This design comes from an exercise in tuning for small area on the open sky130 flow, not from production work.
Function was checked by simulation only, so behaviour that the tests miss may differ from the original.
Power is estimated from default activity; no workload was simulated.

== trial 53 ==
==> flow/design.v (excerpt) <==
module decode_cycle
(
  input  logic        clk,
  input  logic        rst,
  input  logic [31:0] InstrD,
  input  logic [31:0] PCD,
  input  logic [31:0] PCPlus4D,
  input  logic        FlushE,
  input  logic        RegWriteW,
  input  logic [4:0]  RdW,
  input  logic [31:0] ResultW,
  output logic        RegWriteE,
  output logic [1:0]  ResultSrcE,
  output logic        MemWriteE,
  output logic        JumpE,
  output logic        BranchE,
  output logic [2:0]  ALUControlE,
  output logic        ALUSrcE,
  output logic [31:0] RD1E,
  output logic [31:0] RD2E,
  output logic [31:0] ImmExtE,
  output logic [4:0]  Rs1E,
  output logic [4:0]  Rs2E,
  output logic [4:0]  RdE,
  output logic [31:0] PCE,
  output logic [31:0] PCPlus4E
);
For scale: roughly 2400 cells after synthesis, ~1100 flip-flops, about 320 I/O pins, roughly 43000 um^2 of cells after synthesis.
export LEC_CHECK = 0
export CAP_MARGIN = 20
export CORE_MARGIN = 2
export CORE_UTILIZATION = 55
export SETUP_SLACK_MARGIN = 0.3
export SLEW_MARGIN = 20
export SYNTH_HIERARCHICAL = 1
create_clock -name core_clock -period 5.0 [get_ports {clk}]
standard.sh (not shown) runs the stock make flow with config.mk's settings and CLKGATE_MAP_FILE= SYNTH_SCRIPT=/design/flow/synth_recipe.tcl, a recipe that flattens the netlist after the stock synthesis.
==> flow/flow/run.sh <==
#!/bin/bash
# Standard ORFS layout (the standard.sh), with two changes after the
# standard synthesis: port buffers are sky130_fd_sc_hd__buf_1 instead of the
# delay cell buffer_ports picks, and the clock tree uses clkbuf_8 clusters of
# up to 16 sinks without dummy loads.
set -uo pipefail
bash standard.sh synth > make_synth.log 2>&1 || exit 1
bash standard.sh \
  "BUFFER_PORTS_ARGS=-buffer_cell sky130_fd_sc_hd__buf_1" \
  "CTS_ARGS=-sink_clustering_enable -repair_clock_nets -dont_use_dummy_load -buf_list sky130_fd_sc_hd__clkbuf_8 -sink_clustering_size 16 -sink_clustering_max_diameter 80" \
  finish > make_finish.log 2>&1 || exit 1
Trial 53 did not stop at any stage, and its layout met the timing, DRC and antenna checks.
Input changes introduced in build 97 (baseline for comparison: trial 53):
- SETUP_SLACK_MARGIN now 0.2, was 0.3
- CTS_BUF_LIST now sky130_fd_sc_hd__clkbuf_8, previously not set
- CTS_CLUSTER_SIZE now 16, previously not set
- CORE_UTILIZATION now 50, was 55
- CTS_CLUSTER_DIAMETER now 80, previously not set
==> flow/run.sh (new file) <==
#!/bin/bash
# synth_recipe.tcl (not shown) runs the flow's synth.tcl, then flattens the netlist and writes it again
# the make line also repeats each setting of config.mk as NAME=value (left out here)
make -C /OpenROAD-flow-scripts/flow DESIGN_CONFIG=/design/flow/config.mk WORK_HOME=/design/flow/orfs CLKGATE_MAP_FILE= SYNTH_SCRIPT=/design/flow/synth_recipe.tcl finish
removed: flow/flow/run.sh
removed: flow/standard.sh
==> comparison <==
- Build 97 vs trial 53 — maximum frequency dropped by a few percent
- sky130_fd_sc_hd__and3_4 as the slowest cell on the critical path was reported by build 97, and sky130_fd_sc_hd__nor3b_1 by trial 53.
- | final cell count without fillers | build 97 vs trial 53 | 5.1% higher |
- In the reports for build 97 and trial 53, the smaller via count of the routed design belongs to trial 53.
- Build 97 vs trial 53: internal power of the cells up in build 97
- Sort build 97 and trial 53 by highest cell delay on the worst timing path, descending, and build 97 comes first.
- When build 97 is set beside trial 53, its reg-to-reg setup timing slack turns out to be 0.23 ns smaller.
- The start point of the critical path comes out rs2_q[4] in one run and rs2_q[1] in the other, namely in build 97 and trial 53 respectively.
- Build 97 gives more final standard cell area without fillers than trial 53 did.
- Route | build 97 vs trial 53 | wire longer in build 97

decode_cycle, a different RTL version from the one above (not shown whole).
Size in the first run: roughly 2400 cells after synthesis, roughly 1100 flip-flops, ~320 I/O pins, ~43000 sq um of cells after synthesis.
export LEC_CHECK = 0
export CAP_MARGIN = 20
export CORE_MARGIN = 2
export CORE_UTILIZATION = 50
export PLACE_DENSITY = 0.75
export SETUP_SLACK_MARGIN = 0.2
export SLEW_MARGIN = 20
export SYNTH_HIERARCHICAL = 1
create_clock -name core_clock -period 5.0 [get_ports {clk}]
==> flow/flow/run.sh <==
#!/bin/bash
# Standard ORFS layout (the standard.sh), with two changes after the
# standard synthesis: port buffers are sky130_fd_sc_hd__buf_1 instead of the
# delay cell buffer_ports picks, and the clock tree uses clkbuf_8 clusters of
# up to 16 sinks without dummy loads.
set -uo pipefail
bash standard.sh synth > make_synth.log 2>&1 || exit 1
bash standard.sh \
  "BUFFER_PORTS_ARGS=-buffer_cell sky130_fd_sc_hd__buf_1" \
  "CTS_ARGS=-sink_clustering_enable -repair_clock_nets -dont_use_dummy_load -buf_list sky130_fd_sc_hd__clkbuf_8 -sink_clustering_size 16 -sink_clustering_max_diameter 80" \
  finish > make_finish.log 2>&1 || exit 1
The baseline finished clean.
Next try:
Settings changed: CORE_UTILIZATION 50 to 65, PLACE_DENSITY 0.75 to default.
Effect: The new run ran to the end with no violations. Worst hold slack improves by 0.045 ns. Clock-buffer cell count does not change. Critical path depth is unchanged. Sequential share of layout area went up by 0.77 points.
Next try:
==> flow/flow/run.sh (replaced) <==
#!/bin/bash
# Standard ORFS layout (the standard.sh), with two changes after the
# standard synthesis: port buffers are sky130_fd_sc_hd__buf_1 instead of the
# delay cell buffer_ports picks, and the clock tree uses clkbuf_8 clusters of
# up to 14 sinks without dummy loads.
set -uo pipefail
bash standard.sh synth > make_synth.log 2>&1 || exit 1
bash standard.sh \
  "BUFFER_PORTS_ARGS=-buffer_cell sky130_fd_sc_hd__buf_1" \
  "CTS_ARGS=-sink_clustering_enable -repair_clock_nets -dont_use_dummy_load -buf_list sky130_fd_sc_hd__clkbuf_8 -sink_clustering_size 14 -sink_clustering_max_diameter 70" \
  finish > make_finish.log 2>&1 || exit 1
Settings changed: CORE_UTILIZATION 65 to 55, SETUP_SLACK_MARGIN 0.2 to 0.3.
What happened:
- The changed run finished with timing, DRC and antenna clean
- wire length went up by 8.9%
- worst setup slack improved by 0.19 ns
- non-clock buffer count went up by 42
- maximum frequency goes up by 4.1%
- first-iteration DRC count shrinks by 7.1%
- synthesized area stays the same
- register-to-register slack improved by 0.03 ns
- clock-buffer cell count goes up by 10
Next try:
==> flow/flow/run.sh (replaced) <==
#!/bin/bash
# Standard ORFS layout (the standard.sh), with two changes after the
# standard synthesis: port buffers are sky130_fd_sc_hd__buf_1 instead of the
# delay cell buffer_ports picks, and the clock tree uses clkbuf_8 clusters of
# up to 16 sinks without dummy loads.
set -uo pipefail
bash standard.sh synth > make_synth.log 2>&1 || exit 1
bash standard.sh \
  "BUFFER_PORTS_ARGS=-buffer_cell sky130_fd_sc_hd__buf_1" \
  "CTS_ARGS=-sink_clustering_enable -repair_clock_nets -dont_use_dummy_load -buf_list sky130_fd_sc_hd__clkbuf_8 -sink_clustering_size 16 -sink_clustering_max_diameter 80" \
  finish > make_finish.log 2>&1 || exit 1
Settings changed: CORE_UTILIZATION 55 to 60, SETUP_SLACK_MARGIN 0.3 to 0.2.
The new run completed with no timing, DRC or antenna violations.
Core utilization grows by 4.6 points.
Global-route usage climbs by 1.9 points.
Clock power fell by 5.9%.
Combinational power goes down by about 4%.
Hold slack loses 0.027 ns.

-- what the ideal ports hide --
The results above use ideal ports. As a check the final layouts listed here were re-extracted and re-timed, cells and wires unchanged.
Step 1 (the two cells are an assumption about what drives the block):
set clk [get_ports {clk}]
set_driving_cell -lib_cell sky130_fd_sc_hd__clkbuf_16 $clk
set_driving_cell -lib_cell sky130_fd_sc_hd__buf_2 [delete_from_list [all_inputs] $clk]
Step 2, shift: input delay + t, output delay - t, t = (earliest + latest rising clock arrival at the registers) / 2. This alone moves slack from input paths to output paths.
Slacks: no drivers / after step 1 / after step 2; pairs: no drivers / after step 1.
run | t (ns) | setup WS [ns] | latest minus earliest clock arrival (ns) | slew at the worst register clock pin (ns) | worst slew at a driven data input, ns
trial 53 | 0.778 | 0.229 / 0.154 / 0.932 | 0.065 / 0.065 | 0.12 / 0.12 | 0.17
build 97 | 0.819 | 0.110 / 0.038 / 0.857 | 0.050 / 0.050 | 0.12 / 0.12 | 0.18
the first run of note 2 | 0.795 | 0.159 / 0.091 / 0.887 | 0.056 / 0.055 | 0.11 / 0.11 | 0.24
the second run of note 2 | 0.764 | 0.067 / 0.002 / 0.766 | 0.054 / 0.055 | 0.11 / 0.11 | 0.13
the third run of note 2 | 0.784 | 0.261 / 0.194 / 0.978 | 0.068 / 0.068 | 0.11 / 0.11 | 0.21
the fourth run of note 2 | 0.782 | 0.175 / 0.105 / 0.887 | 0.034 / 0.033 | 0.11 / 0.11 | 0.13
After both steps setup and hold are still met in every run listed.
